This design comes from an exercise in tuning for a short achievable clock period and few clock cycles on the open sky130 flow, not from production work.
Function was checked by simulation only, so behaviour that the tests miss may differ from the original.
Power is estimated from default activity; no workload was simulated.

`design/flow/config.mk`:
```
export PLATFORM = sky130hd
export DESIGN_NAME = mips_multi
export DESIGN_NICKNAME = mips_multi
export VERILOG_FILES = /design/flow/design.v
export SDC_FILE = /design/flow/constraint.sdc
export NUM_CORES = 4
export LEC_CHECK = 0
export CAP_MARGIN = 20
export CELL_PAD_IN_SITES_DETAIL_PLACEMENT = 1
export CELL_PAD_IN_SITES_GLOBAL_PLACEMENT = 2
export CORE_MARGIN = 2
export CORE_UTILIZATION = 30
export SLEW_MARGIN = 20
```
`design/flow/constraint.sdc`:
```
create_clock -name core_clock -period 6.0 [get_ports {clock}]
set_input_delay 1.2000 -clock core_clock [delete_from_list [all_inputs] [get_ports {clock}]]
set_output_delay 1.2000 -clock core_clock [all_outputs]
set_load 0.01 [all_outputs]
```
`design/flow/design.v`:
```
module mips_multi #(
  parameter int          ADDR_W   = 12,
  parameter logic [31:0] RESET_PC = 32'h0000_3000
) (
  input  logic                clock,
  input  logic                reset,
  output logic                mem_req,
  output logic                mem_we,
  output logic [ADDR_W-1:0]   mem_addr,
  output logic [31:0]         mem_wdata,
  input  logic [31:0]         mem_rdata,
  input  logic                mem_ack,
  output logic                halt,
  output logic [31:0]         pc_o
);
  typedef enum logic [2:0] {
    BOOT   = 3'd0,
    FETCH  = 3'd1,
    DECODE = 3'd2,
    EXEC   = 3'd3,
    MEM    = 3'd4,
    WB     = 3'd5,
    HALT   = 3'd6
  } state_t;
  localparam logic [5:0] OP_R    = 6'h00;
  localparam logic [5:0] OP_J    = 6'h02;
  localparam logic [5:0] OP_JAL  = 6'h03;
  localparam logic [5:0] OP_BEQ  = 6'h04;
  localparam logic [5:0] OP_ADDI = 6'h08;
  localparam logic [5:0] OP_ORI  = 6'h0d;
  localparam logic [5:0] OP_LUI  = 6'h0f;
  localparam logic [5:0] OP_LW   = 6'h23;
  localparam logic [5:0] OP_SW   = 6'h2b;
  localparam logic [5:0] FN_JR   = 6'h08;
  localparam logic [5:0] FN_ADDU = 6'h21;
  localparam logic [5:0] FN_SUBU = 6'h23;
  state_t       state, state_nx;
  logic [31:0]  pc, ir, a, b, aluout, mdr;
  logic [31:0]  gpr [32];
  logic [5:0]   op, funct;
  logic [4:0]   rs, rt, rd, wb_dst;
  logic [15:0]  imm;
  logic [25:0]  target;
  logic signed [31:0] simm;
  logic [31:0]  ea, wb_data;
  logic         is_r, is_addu, is_subu, is_jr, is_addi, is_ori, is_lui;
  logic         is_lw, is_sw, is_beq, is_j, is_jal, legal, wb_en, addi_ovf;
  assign op     = ir[31:26];
  assign rs     = ir[25:21];
  assign rt     = ir[20:16];
  assign rd     = ir[15:11];
  assign funct  = ir[5:0];
  assign imm    = ir[15:0];
  assign target = ir[25:0];
  assign simm   = {{16{imm[15]}}, imm};
  assign is_r    = (op == OP_R);
  assign is_addu = is_r && (funct == FN_ADDU);
  assign is_subu = is_r && (funct == FN_SUBU);
  assign is_jr   = is_r && (funct == FN_JR);
  assign is_addi = (op == OP_ADDI);
  assign is_ori  = (op == OP_ORI);
  assign is_lui  = (op == OP_LUI);
  assign is_lw   = (op == OP_LW);
  assign is_sw   = (op == OP_SW);
  assign is_beq  = (op == OP_BEQ);
  assign is_j    = (op == OP_J);
  assign is_jal  = (op == OP_JAL);
  assign legal   = is_addu | is_subu | is_jr | is_addi | is_ori | is_lui |
                   is_lw | is_sw | is_beq | is_j | is_jal;
  assign ea      = a + simm;
  assign wb_dst  = is_r ? rd : rt;
  assign wb_data = is_lw ? mdr : aluout;
  assign addi_ovf = (a[31] == simm[31]) && (aluout[31] != a[31]);
  assign wb_en    = (wb_dst != 5'd0) && !(is_addi && addi_ovf);
  assign mem_req   = (state == FETCH) || (state == MEM);
  assign mem_we    = (state == MEM) && is_sw;
  assign mem_addr  = (state == FETCH) ? pc[ADDR_W-1:0] :
                         (state == MEM)   ? aluout[ADDR_W-1:0] : '0;
  assign mem_wdata = ((state == MEM) && is_sw) ? b : 32'h0;
  assign halt    = (state == HALT);
  assign pc_o    = pc;
  always_ff @(posedge clock or negedge reset) begin
    if (!reset) state <= BOOT;
    else        state <= state_nx;
  end
  always_comb begin
    state_nx = state;
    case (state)
      BOOT:    state_nx = FETCH;
      FETCH:   if (mem_ack) state_nx = DECODE;
      DECODE:  state_nx = legal ? EXEC : HALT;
      EXEC: begin
        if (is_lw || is_sw)                      state_nx = (ea[1:0] != 2'b00) ? HALT : MEM;
        else if (is_beq || is_j || is_jal || is_jr) state_nx = FETCH;
        else                                     state_nx = WB;
      end
      MEM:     if (mem_ack) state_nx = is_lw ? WB : FETCH;
      WB:      state_nx = FETCH;
      HALT:    state_nx = HALT;
      default: state_nx = BOOT;
    endcase
  end
  always_ff @(posedge clock or negedge reset) begin
    if (!reset) begin
      pc     <= RESET_PC;
      ir     <= '0;
      a      <= '0;
      b      <= '0;
      aluout <= '0;
      mdr    <= '0;
      for (int i = 0; i < 32; i++) gpr[i] <= '0;
    end else begin
      case (state)
        FETCH: if (mem_ack) begin
          ir <= mem_rdata;
          pc <= pc + 32'd4;
        end
        DECODE: begin
          a      <= gpr[rs];
          b      <= gpr[rt];
          aluout <= pc + {simm[29:0], 2'b00};
        end
        EXEC: begin
          if (is_addu)                       aluout <= a + b;
          else if (is_subu)                  aluout <= a - b;
          else if (is_addi || is_lw || is_sw) aluout <= ea;
          else if (is_ori)                   aluout <= a | {16'h0, imm};
          else if (is_lui)                   aluout <= {imm, 16'h0};
          else if (is_beq) begin
            if (a == b) pc <= aluout;
          end else if (is_j || is_jal) begin
            pc <= {pc[31:28], target, 2'b00};
            if (is_jal) gpr[31] <= pc;
          end else if (is_jr)                pc <= a;
        end
        MEM: if (mem_ack && is_lw) mdr <= mem_rdata;
        WB:  if (wb_en) gpr[wb_dst] <= wb_data;
        default: ;
      endcase
    end
  end
endmodule
```
`design/flow/run.sh`:
```
#!/bin/bash
# synth_recipe.tcl (not shown) runs the flow's synth.tcl, then flattens the netlist and writes it again
# the make line also repeats each setting of config.mk as NAME=value (left out here)
make -C /OpenROAD-flow-scripts/flow DESIGN_CONFIG=/design/flow/config.mk WORK_HOME=/design/flow/orfs CLKGATE_MAP_FILE= SYNTH_SCRIPT=/design/flow/synth_recipe.tcl finish
```
==> impl_results.md <==
- Mapped cell area: approximately 65000 um^2
- Sequential share of power: 34.6%
- Final Setup Violations: 0
- Reg clk slew, reported paths: ~0.060 ns
- Post-Synth Simple-Gate Area: 13.5%
- Crit path cell chain: and3b_1, nand3b_1, buf_4, nor3_1, clkdlybuf4s50_1
- Unrepaired setup endpoints after global routing: false
- Routed via count: about 65000
- Outcome: no timing/DRC/antenna violations
- Pwr dens: roughly 540 nW/um^2
- GRT Overall Usage: a little over a third
- Max incr delay on CP: 0.64 ns
- Critical path peak fanout: 18
- Fillcell total: approximately 24000
- Psw: roughly 20 mW
- DRT Pass-1 Iters: 7
- YS warnings: 2
- Fin cells: 10041
- Final wirelength: ~400 mm
- Cts hold-fix bufs: 0
- Clk_skew: 0.0407 ns
- EDFF count, synth: 0
- Count of state elements after synthesis: 1219
- Netlist cell types: slightly below 90
- Setup CP Type: reg -> out
- Syn Inst Count: just over 7000
- Finished Cell Area: 75400 um^2
- Internal Pwr Total: 21.4 mW
- Post-Syn Area per Cell: roughly 9 um^2
- First-pass GRT wire length: between 500 and 600 mm
- Post-route DRC violation count: 0
- Clock share of power: 23.1%
- RePlAce Congestion: between 0.9 and 1
- Worst-Skew Late Latency: 0.85 ns
- DP Cell Count: 9752
- Core area: between 200000 and 250000 um^2
- VDD IR max: approximately 0.31 mV
- Max Cap Violations: 0
- Site row count: between 150 and 200
- Clock tree sinks: about 1200
- Worst-margin pin slew: between 1 and 1.5 ns
- Post-Synth Adder-Cell Area: 2.81%
- Crit start category: flop
- Vias in the first global route: between 60000 and 70000
- Most used DFF post-synth: dfrtp_1
- Register area share after synthesis: a little under half
- PortBufs: around 110
- Largest family of logic cells by synthesized area: compound AO/OA/AOI/OAI gates
- Antenna violations before repair: 28
- Compound-Gate Fraction of Synth Area: 28.8%
- CTS tree: yes
- Vias per cell: roughly 6.4
- Htree depth: 4
- DR iter-0 viols: 8068
- TritonCTS Buffers: between 150 and 200
- Fmax: approximately 200 MHz
- Fraction of registers with async set/reset: between 90% and 100%
- TNS Setup: 0 ns
- Fin nets: roughly 7200
- CP arrival: roughly 3.7 ns
- Crit end category: primary output
- Layout cell share with drive strength beyond 1: a little over a tenth
- Crit path time final: between 4 and 5 ns
- DP Wirelength: 256 mm
- Post-DP Area: between 70000 and 80000 um^2
- CTS root buf: clkbuf_16
- Tcrit/Tclk final: 82.0%
- Initial Utilization: a little under a third
- Sw Ratio: 47.8%
- Critical Path RT: roughly 4.8 ns
- Net Count, Synth: 7373
- Die ar.: 219000 um^2
- Wire per inst: roughly 40 um
- Routed Antenna Nets: 0
- Xor and xnor area share after synthesis: 1.12%
- Comb pwr share: between 40% and 50%
- Static Leakage: between 30 and 40 nW
- Hold_ws: about 0.36 ns
- Pin count of the biggest net entering global routing: between 150 and 200
- Final Max Slew Viols: 0
- Min-Delay Path Class: in -> async
- Slowest cell on crit path: clkdlybuf4s50_1
- GRT overflow: 0
- Die Span X: ~470 um
- Post-CTS Setup Bufs: 0
- Die Span Y: between 400 and 500 um
- Multiplexer share of the synthesized area: under 10%
- Post-cts repair resize count: 0
- Number of I/O pins: 114
- Max clock buf depth: 3
- Final hold violation count: 0
- Max transition margin: between 10% and 20%
- P&R area growth vs syn: 16.7%
==> cell usage after synthesis, types with 12 or more instances <==
master       n  area share (%)
or3_1       26            0.25
nor3_1      70            0.54
inv_1      111            0.64
nor2b_1     20            0.19
clkbuf_1   560             3.3
nand4_1    146             1.4
buf_6       21            0.37
and3_1      17            0.16
a22o_1     323             4.4
mux2_2      50            0.87
o211ai_1    16            0.19
ha_1       139             2.7
o31ai_1     18            0.21
nand3_1    107            0.83
o21ai_1    186             1.4
buf_1       25            0.15
a21oi_1    414             3.2
xor2_1      34            0.46
a211oi_1    28            0.33
o21a_1      21            0.24
a31oi_1     42            0.41
and2_1      12            0.12
mux2i_1     44            0.68
a22oi_1    342             4.0
a21o_1      39            0.45
a221oi_1   329             4.5
dfrtp_1   1217              47
o32ai_1     67            0.91
o21ai_2     21            0.28
nand2b_1    21            0.20
nor2_1     403             2.3
xnor2_1     49            0.66
o21ai_0    858             6.6
or2_2       13            0.13
nand2_1   1148             6.7
o22ai_1     33            0.32
buf_2       73            0.57
==> critical path: cells and delay by family (launching register included) <==
family        cells  cell delay (ns)
buf+inv           2             1.14
simple gates      3             1.26
flops             1             0.49
==> final timing paths <==
kind	slack, ns	start	endpoint	cells after the start
max in group asynchronous	4.10	reset	ir[1]	2
worst min-delay path	0.36	reset	gpr[24][6]	1
worst max register to register	1.27	a[23]	pc[31]	11
min in group core_clock	0.41	gpr[0][18]	gpr[0][18]	0
worst min register to register	0.41	gpr[0][18]	gpr[0][18]	0
worst max-delay path	1.08	ir[28]	mem_wdata[18]	5
==> cell families (layout without fill, tap and decap cells) <==
logic type | Yosys count | after routing
AOI/OAI and AO/OA | 2827 | 2827
and+or+nand+nor | 2035 | 2035
DFF | 1219 | 1219
buffers and inverters | 794 | 786
adders and majority gates | 143 | 143
muxes | 94 | 94
xor gates and xnor gates | 83 | 83
other | 0 | 16
==> power by group through the flow <==
stage	logic, mW	clock network, mW	registers, mW
after global placement	16.4	0	14.1
after CTS	16.8	9.58	14.1
after detailed placement	16.7	0	14.2
after global routing	18.3	9.89	14.5
final	17.4	9.48	14.2
after floorplan	8.94	0	12.6
==> cells in the final DEF (no fill, tap or decap), drive strengths merged, types with 34 or more instances in the layout <==
master         netlist  routed
nor3                73      73
dfrtp             1217    1217
a31oi               43      43
xnor2               49      49
clkinv               1      38
buf                122     292
a221oi             330     330
mux2                50      50
a22oi              342     342
nor2               404     404
mux2i               44      44
clkdlybuf4s50        0     112
nand3              107     107
o32ai               67      67
nand2             1148    1148
a22o               323     323
ha                 139     139
a21o                39      39
clkbuf             560     211
nand4              146     146
inv                111     120
xor2                34      34
o21ai             1065    1065
a21oi              414     414
==> routing by layer <==
layer	wire length, um	vias to the layer above	GRT usage (%)	share of wire (%)
met4	21900	8	17.0	5.4
met3	39600	1065	9.44	9.8
met2	174000	3772	54.3	43
li1	-	26299	-	-
met1	169000	33464	48.6	42
met5	256	-	0.725	0.063
==> registers in the layout, indices dropped and copies added, names as in the netlist <==
name and cells:
a 32, aluout 32, b 32, gpr 1024, ir 32, mdr 32, pc 32, state 3
==> stage by stage <==
stage | total power [mW] | setup slack, ns | utilization, %
2_1_floorplan | 21.6 | 2.49 | -
3_3_place_gp | 30.6 | 1.32 | 32.7
3_5_place_dp | 30.9 | 1.33 | 32.8
4_1_cts | 40.5 | 0.996 | 35.1
5_1_grt | 42.6 | 0.957 | 35.2
6_report | 41.1 | 1.08 | 35.2
==> cell type report <==
type	count	area (um^2)	area share, %
Clock inverter	59	594	0.788
Sequential cell	1219	30500	40.4
Antenna cell	16	40.0	0.0531
Inverter	112	420	0.557
Clock buffer	211	4350	5.77
Tap cell	2838	3550	4.71
Timing Repair Buffer	404	3980	5.27
Multi-Input combinational cell	5182	32000	42.4
Testbench counts, summed over its fixed seeds: cycles 160,528.

## static timing again, ports no longer ideal
Ports are ideal in the flow. The routed layout listed here was re-timed in OpenROAD. Step 1 sets driving cells, clkbuf_16 on the clock port and buf_2 on the other inputs (assumed; they add their load-dependent delay and slew). Step 2, shift: input delay + t, output delay - t, t = (earliest + latest rising clock arrival at the registers) / 2. This alone moves slack from input paths to output paths. Three values: ideal, step 1, step 2; two values: the first two.
t (ns): 0.922
setup slack, ns: 1.078 / 0.988 / 1.267
slew at the worst register clock pin (ns): 0.07 / 0.07
cell pins on the clock port's net: 1
After both steps setup and hold are still met in this run. The setup slack of this run moves by -0.090 ns with the drivers and by +0.189 ns with both steps.
